Background: an optimization exercise with open tools, aiming at a short achievable clock period and few clock cycles. Do not read the settings as production practice. No functional check of the RTL was part of this run. Power and IR drop assume default switching activity.

==> design/flow/run.sh <==
#!/bin/bash
# synth_recipe.tcl (not shown) runs the flow's synth.tcl, then flattens the netlist and writes it again
# the make line also repeats each setting of config.mk as NAME=value (left out here)
make -C /OpenROAD-flow-scripts/flow DESIGN_CONFIG=/design/flow/config.mk WORK_HOME=/design/flow/orfs CLKGATE_MAP_FILE= SYNTH_SCRIPT=/design/flow/synth_recipe.tcl finish
==> design/flow/config.mk <==
export PLATFORM = sky130hd
export DESIGN_NAME = cpu_top
export DESIGN_NICKNAME = cpu_top
export VERILOG_FILES = /design/flow/design.v
export SDC_FILE = /design/flow/constraint.sdc
export NUM_CORES = 4
export LEC_CHECK = 0
export CAP_MARGIN = 20
export CORE_MARGIN = 2
export CORE_UTILIZATION = 40
export SETUP_SLACK_MARGIN = 4.5
export SLEW_MARGIN = 20
==> design/flow/constraint.sdc <==
create_clock -name core_clock -period 7.0 [get_ports {clk}]
set_input_delay 1.4000 -clock core_clock [delete_from_list [all_inputs] [get_ports {clk}]]
set_output_delay 1.4000 -clock core_clock [all_outputs]
set_load 0.01 [all_outputs]
==> design/flow/design.v <==
localparam logic [5:0] OP_HALT = 6'd0;
localparam logic [5:0] OP_NOT  = 6'd4;
localparam logic [5:0] OP_AND  = 6'd7;
localparam logic [5:0] OP_OR   = 6'd8;
localparam logic [5:0] OP_XOR  = 6'd9;
localparam logic [5:0] OP_ADD  = 6'd10;
localparam logic [5:0] OP_SUB  = 6'd12;
localparam logic [5:0] OP_CMP  = 6'd16;
localparam logic [5:0] OP_JMP  = 6'd23;
localparam logic [5:0] OP_JZ   = 6'd24;
localparam logic [5:0] OP_JNZ  = 6'd25;
localparam logic [5:0] OP_JC   = 6'd26;
localparam logic [5:0] OP_JNC  = 6'd27;
localparam logic [5:0] OP_MOV  = 6'd32;
localparam logic [5:0] OP_LD   = 6'd33;
localparam logic [5:0] OP_LDI  = 6'd35;
localparam logic [5:0] OP_ST   = 6'd37;
`timescale 1ns/1ns
module alu (
    input  logic                   f_not,
    input  logic                   f_and,
    input  logic                   f_or,
    input  logic                   f_xor,
    input  logic                   f_add,
    input  logic                   f_sub,    
    input  logic                   f_mov,
    input  logic [16-1:0] a,
    input  logic [16-1:0] b,
    output logic [16-1:0] result,
    output logic                   zero,
    output logic                   carry
);
    localparam int W = 16;
    logic [W-1:0] sum, dif, lres;
    logic         c_add, borrow;
    logic         z_add, z_sub, z_log;
    assign {c_add, sum}  = {1'b0, a} + {1'b0, b};
    assign {borrow, dif} = {1'b0, a} - {1'b0, b};
    assign lres = ({W{f_not}} & ~a)
                | ({W{f_and}} & (a & b))
                | ({W{f_or}}  & (a | b))
                | ({W{f_xor}} & (a ^ b));
    assign result = lres
                  | ({W{f_add}} & sum)
                  | ({W{f_sub}} & dif)
                  | ({W{f_mov}} & b);
    assign z_add = ((a ^ b) == {(a[W-2:0] | b[W-2:0]), 1'b0});
    assign z_sub = (a == b);
    assign z_log = ~|lres;
    assign zero  = f_add ? z_add : (f_sub ? z_sub : z_log);
    assign carry = (f_add & c_add) | (f_sub & borrow);
endmodule
`timescale 1ns/1ns
module cpu_top (
    input  logic                   clk,
    input  logic                   rst,
    input  logic [16-1:0] mem_rdata,
    output logic [16-1:0] mem_addr,
    output logic [16-1:0] mem_wdata,
    output logic                   mem_we,
    output logic                   halted
);
localparam logic [5:0] OP_HALT = 6'd0;
localparam logic [5:0] OP_NOT  = 6'd4;
localparam logic [5:0] OP_AND  = 6'd7;
localparam logic [5:0] OP_OR   = 6'd8;
localparam logic [5:0] OP_XOR  = 6'd9;
localparam logic [5:0] OP_ADD  = 6'd10;
localparam logic [5:0] OP_SUB  = 6'd12;
localparam logic [5:0] OP_CMP  = 6'd16;
localparam logic [5:0] OP_JMP  = 6'd23;
localparam logic [5:0] OP_JZ   = 6'd24;
localparam logic [5:0] OP_JNZ  = 6'd25;
localparam logic [5:0] OP_JC   = 6'd26;
localparam logic [5:0] OP_JNC  = 6'd27;
localparam logic [5:0] OP_MOV  = 6'd32;
localparam logic [5:0] OP_LD   = 6'd33;
localparam logic [5:0] OP_LDI  = 6'd35;
localparam logic [5:0] OP_ST   = 6'd37;
    localparam int W = 16;
    logic [8-1:0][W-1:0] rf;
    logic             zf, cf;
    logic [W-1:0]     addr, pc, wdata;   
    logic             we;
    logic             s_data;            
    logic             s_mem;             
    logic [2:0]       ld_x;              
    logic [W-1:0]     ir;
    logic             ir_v;
    logic             e_v, e_we, e_fl;
    logic             e_not, e_and, e_or, e_xor, e_add, e_sub, e_mov;
    logic [2:0]       e_x;
    logic [W-1:0]     opa, opb;
    logic [W-1:0] res;
    logic         ez, ec;
    alu u_alu (
        .f_not  (e_not),
        .f_and  (e_and),
        .f_or   (e_or),
        .f_xor  (e_xor),
        .f_add  (e_add),
        .f_sub  (e_sub),
        .f_mov  (e_mov),
        .a      (opa),
        .b      (opb),
        .result (res),
        .zero   (ez),
        .carry  (ec)
    );
    logic zn, cn;   
    assign zn = (e_v & e_fl) ? ez : zf;
    assign cn = (e_v & e_fl) ? ec : cf;
    logic [5:0] op;
    logic [2:0] ix, iy;
    assign op = ir[15:10];
    assign ix = ir[9:7];
    assign iy = ir[6:4];
    logic d_halt, d_not, d_and, d_or, d_xor, d_add, d_sub, d_cmp, d_mov;
    logic d_ld, d_ldi, d_st, d_jmp, d_jz, d_jnz, d_jc, d_jnc;
    assign d_halt = ir_v & (op == OP_HALT);
    assign d_not  = ir_v & (op == OP_NOT);
    assign d_and  = ir_v & (op == OP_AND);
    assign d_or   = ir_v & (op == OP_OR);
    assign d_xor  = ir_v & (op == OP_XOR);
    assign d_add  = ir_v & (op == OP_ADD);
    assign d_sub  = ir_v & (op == OP_SUB);
    assign d_cmp  = ir_v & (op == OP_CMP);
    assign d_mov  = ir_v & (op == OP_MOV);
    assign d_ld   = ir_v & (op == OP_LD);
    assign d_ldi  = ir_v & (op == OP_LDI);
    assign d_st   = ir_v & (op == OP_ST);
    assign d_jmp  = ir_v & (op == OP_JMP);
    assign d_jz   = ir_v & (op == OP_JZ);
    assign d_jnz  = ir_v & (op == OP_JNZ);
    assign d_jc   = ir_v & (op == OP_JC);
    assign d_jnc  = ir_v & (op == OP_JNC);
    logic d_alu, d_exe, d_jump, d_two, d_stall, d_take;
    assign d_alu   = d_not | d_and | d_or | d_xor | d_add | d_sub | d_cmp;
    assign d_exe   = d_alu | d_mov;
    assign d_jump  = d_jmp | d_jz | d_jnz | d_jc | d_jnc;
    assign d_two   = d_ldi | d_jump;           
    assign d_stall = d_two & s_mem;            
    assign d_take  = ~s_mem & (d_jmp | (d_jz & zn) | (d_jnz & ~zn) | (d_jc & cn) | (d_jnc & ~cn));
    logic         e_wr;
    logic [W-1:0] ra, rb;
    assign e_wr = e_v & e_we;
    function automatic logic [W-1:0] rd(input logic [2:0] sel,
                                        input logic [8-1:0][W-1:0] regs,
                                        input logic e_hit, input logic [W-1:0] e_val,
                                        input logic l_hit, input logic [W-1:0] l_val);
        if (e_hit)
            rd = e_val;
        else if (l_hit)
            rd = l_val;
        else
            rd = regs[sel];
    endfunction
    assign ra = rd(ix, rf, e_wr && e_x == ix, res, s_data && ld_x == ix, mem_rdata);
    assign rb = rd(iy, rf, e_wr && e_x == iy, res, s_data && ld_x == iy, mem_rdata);
    logic [W-1:0] pc1;
    assign pc1 = pc + 1'b1;
    always_ff @(posedge clk or posedge rst) begin
        if (rst) begin
            rf     <= '0;
            zf     <= 1'b0;
            cf     <= 1'b0;
            addr   <= '0;
            pc     <= '0;
            wdata  <= '0;
            we     <= 1'b0;
            halted <= 1'b0;
            s_data <= 1'b0;
            s_mem  <= 1'b0;
            ld_x   <= '0;
            ir     <= '0;
            ir_v   <= 1'b0;
            e_v    <= 1'b0;
            e_we   <= 1'b0;
            e_fl   <= 1'b0;
            e_not  <= 1'b0;
            e_and  <= 1'b0;
            e_or   <= 1'b0;
            e_xor  <= 1'b0;
            e_add  <= 1'b0;
            e_sub  <= 1'b0;
            e_mov  <= 1'b0;
            e_x    <= '0;
            opa    <= '0;
            opb    <= '0;
        end else if (!halted) begin
            if (e_wr)
                rf[e_x] <= res;
            if (s_data)
                rf[ld_x] <= mem_rdata;
            if (d_ldi & ~s_mem)
                rf[ix] <= mem_rdata;
            if (e_v & e_fl) begin
                zf <= ez;
                cf <= ec;
            end
            e_v   <= d_exe;
            e_we  <= d_exe & ~d_cmp;
            e_fl  <= d_alu;
            e_not <= d_not;
            e_and <= d_and;
            e_or  <= d_or;
            e_xor <= d_xor;
            e_add <= d_add;
            e_sub <= d_sub | d_cmp;
            e_mov <= d_mov;
            e_x   <= ix;
            opa   <= ra;
            opb   <= rb;
            if (!d_stall) begin
                ir   <= mem_rdata;
                ir_v <= ~s_mem & ~d_two & ~d_halt;
            end
            we     <= 1'b0;
            s_data <= 1'b0;
            s_mem  <= 1'b0;
            ld_x   <= ix;
            if (d_halt) begin
                halted <= 1'b1;
            end else if (d_ld) begin
                addr   <= rb;
                s_data <= 1'b1;
                s_mem  <= 1'b1;
            end else if (d_st) begin
                addr  <= ra;
                wdata <= rb;
                we    <= 1'b1;
                s_mem <= 1'b1;
            end else if (d_take) begin
                addr <= mem_rdata;
                pc   <= mem_rdata;
            end else begin
                addr <= pc1;
                pc   <= pc1;
            end
        end
    end
    assign mem_addr  = addr;
    assign mem_wdata = wdata;
    assign mem_we    = we;
endmodule
==> results.txt <==
- Core box area: 0.0499 mm²
- Clock latency on the worst-skew pair: ~570 ps
- Register area: 0.00604 mm²
- DRC: 0
- Congestion Overflow GR: 0
- Maximum VDD drop: 220 µV
- Vias in the first global route: 22,000
- 1st-iter DRT viols: 3,374
- Worst Path Arrival: ~4000 ps
- I/O Buffers: 51
- Rel. slew slack: 0.231
- Post-synth EDFFs: 0
- Die ar.: 0.0521 mm²
- Fin Clk Skew: 17.5 ps
- Final min period: 3580 ps
- Num Clock Sinks: 240
- Critical path type: register to register
- NumNets Final: 2,775
- Critical Path RT: 7410 ps
- RSZ-0062 raised after global routing: yes
- Max Root-Sink Buffers: 3
- Initial antenna violation count: 2
- DR vias: roughly 24,000
- Largest net degree at the start of global routing: 80
- Syn Inst Count: 2,424
- Area growth syn-to-layout: 44.8%
- Achievable clock frequency: 0.280 GHz
- Routed Antenna Nets: 0
- Asr flop ratio synth: 1.00
- Cells after DPL: 3,004
- Placer Congestion: 1.05
- CP max FO: 5
- Worst slack, placed: 2570 ps
- Fin crit share: 0.511
- Chip width: approximately 230 µm
- Hpwl dp: approximately 71,000 µm
- Total wire length: around 110,000 µm
- Static Leak: 11.7 nW
- Most used DFF post-synth: dfrtp_1
- Mean post-synth cell area: 8.29 µm²
- Fin. max-slew vios: 0
- Worst slew pin tran: 1150 ps
- Avg WL per Cell: 33.0 µm
- Max-Cap Viols: 0
- Syn Std Cell Area: about 0.020 mm²
- Hold Vio Cnt, Final: 0
- Post-route non-filler standard cell count: 3,393
- I/O pins: 52
- Multi-input gate area: roughly 0.016 mm²
- Clock-pin slew on the worst setup and hold paths: 60 ps
- Seq/Total Area, Yosys: 0.299
- Status: finished clean
- CP endpoint kind: register
- PnR worst setup slack: around 3400 ps
- Post-synth cell types: 92
- Ys Warns: 1
- CTS tree: yes
- Seq cells post-synth: between 200 and 250
- # rows: 82
- Post-Syn Nets: approximately 2,500
- Starting density of the core: 0.403
- Cts bufs inserted: 34
- CP startpoint kind: register
- Min-Delay Path Class: register to register
- Final setup fails: 0
- Most frequent cells in the layout: 253 x nand2_1, 242 x buf_4, 221 x dfrtp_1
- Power density cells: 523 mW/mm²
- Via-to-Cell Ratio: 6.96
- H-Tree Depth: 2
- Total negative setup slack: 0 ps
- Commonest non-fill, non-tap cell in the layout: nand2_1
- DRT Pass-1 Iters: 8
- Die Y: 228 µm
- Layout cells sized above 1: 0.402
- Clk root buf: clkbuf_16
- All-Layer GR Usage: 0.409
- Fillers: 4,354
- First-pass GRT wire length: 157,000 µm
## layer usage
metal  global-route usage  wire [µm]  vias to the layer above
met3                0.111      13300                      541
met2                0.608      47400                     1772
met4                0.296      10100                        2
li1                     -          -                     9681
met5                    0          9                        -
met1                0.511      41200                    11600
## power by group
group | switching, mW | internal, mW | total [mW]
sequential | 0.625 | 1.92 | 2.54
clock | 0.750 | 1.04 | 1.79
combinational | 6.38 | 4.50 | 10.9
total | 7.76 | 7.46 | 15.2
## synthesized netlist by cell type (60+ instances only)
master / instances / area share
a21oi_1: 203 / 0.051
a22oi_1: 85 / 0.032
clkbuf_1: 143 / 0.027
dfrtp_1: 240 / 0.30
ha_1: 60 / 0.037
inv_1: 102 / 0.019
mux4_2: 64 / 0.072
nand2_1: 291 / 0.054
nand3_1: 65 / 0.016
nor2_1: 183 / 0.034
nor3_1: 64 / 0.016
o21ai_0: 146 / 0.036
## sequential cells by signal, summed over array words and instances (netlist names), 3 cells and up
name and flops:
e_x 3, rf 128, ir 12, pc 16, wdata 16, addr 16
opb 16, opa 16
## path summary, 6_finish.rpt
path,slack [ps],cells after the start,end,from
min in group asynchronous,1360,3,opa[9],rst
hold / removal,480,2,wdata[5],wdata[5]
setup / recovery,3420,11,addr[15],opa[1]
max in group asynchronous,4910,4,rf[34],rst
hold reg to reg,480,2,wdata[5],wdata[5]
setup reg to reg,3420,11,addr[15],opa[1]
## cell families (layout without fill, tap and decap cells)
group,count (synthesis),in the layout,synth area share
mux,145,145,0.114
simple gates,788,790,0.181
fa+ha+maj,62,62,0.0393
flops,240,240,0.299
other cells,0,1,0
xor+xnor,42,42,0.0183
compound gates,846,848,0.288
buf+inv,301,593,0.0601
## stage by stage
step / cell area, µm² / utilization / hold WS, ps / power [mW]
floorplan: 20800 / - / 442 / 7.51
global placement: 21700 / 0.436 / 458 / 9.74
detailed placement: 21700 / 0.436 / 465 / 9.79
CTS: 26800 / 0.538 / 479 / 13.7
global route: 29100 / 0.584 / 506 / 15.7
finish: 29100 / 0.584 / 479 / 15.2
## worst max-delay path, stage by stage, from the launching register on
cell      delay, ps
dfrtp_1         410
inv_2           150
ha_4            250
a21o_1          210
and4_4          190
o2111a_2        330
o41ai_4         350
mux2_4          360
nor3_4          320
o21ai_4         150
o211ai_1        520
o211ai_1        160
## timing repair
item / in CTS / in global routing
buffers inserted: 196 / 113
gates cloned: 15 / 3
pin swaps: 124 / 181
hold buffers: 0 / 0
gates resized for setup: 639 / 307
setup endpoints to repair: 444 / 300
## final cells by class
cell class              count  area share
multi-input cells        1887       0.565
flip-flops and latches    240       0.208
repair buffers            425       0.145
clock buffers              51      0.0335
well taps                 672      0.0289
inverters                 106      0.0153
clock inverters            10     0.00417
repair inverters            1    0.000172
diodes                      1   0.0000860

separate check: timing with driven ports:
No port has a modelled driver above. Below, the same layout with a new extraction and two added sets of constraints. Step 1 (the two cells are an assumption about what drives the block):
set clk [get_ports {clk}]
set_driving_cell -lib_cell sky130_fd_sc_hd__clkbuf_16 $clk
set_driving_cell -lib_cell sky130_fd_sc_hd__buf_2 [delete_from_list [all_inputs] $clk]
Step 2 adds t to the input delays and takes it off the output delays; t is the mean of the earliest and latest rising clock arrival at the registers after step 1. Input paths then give back, and output paths get back, about the clock's delay inside the block. a / b / c = ideal ports / drivers / drivers and shift; a / b = the first two.
shift t [ns]: 0.621
setup WS [ns]: 3.425 / 3.425 / 3.145
hold slack, ns: 0.479 / 0.479 / 0.479
After both steps setup and hold are still met in this run. The setup slack of this run moves by 0.000 ns with the drivers and by -0.280 ns with both steps.
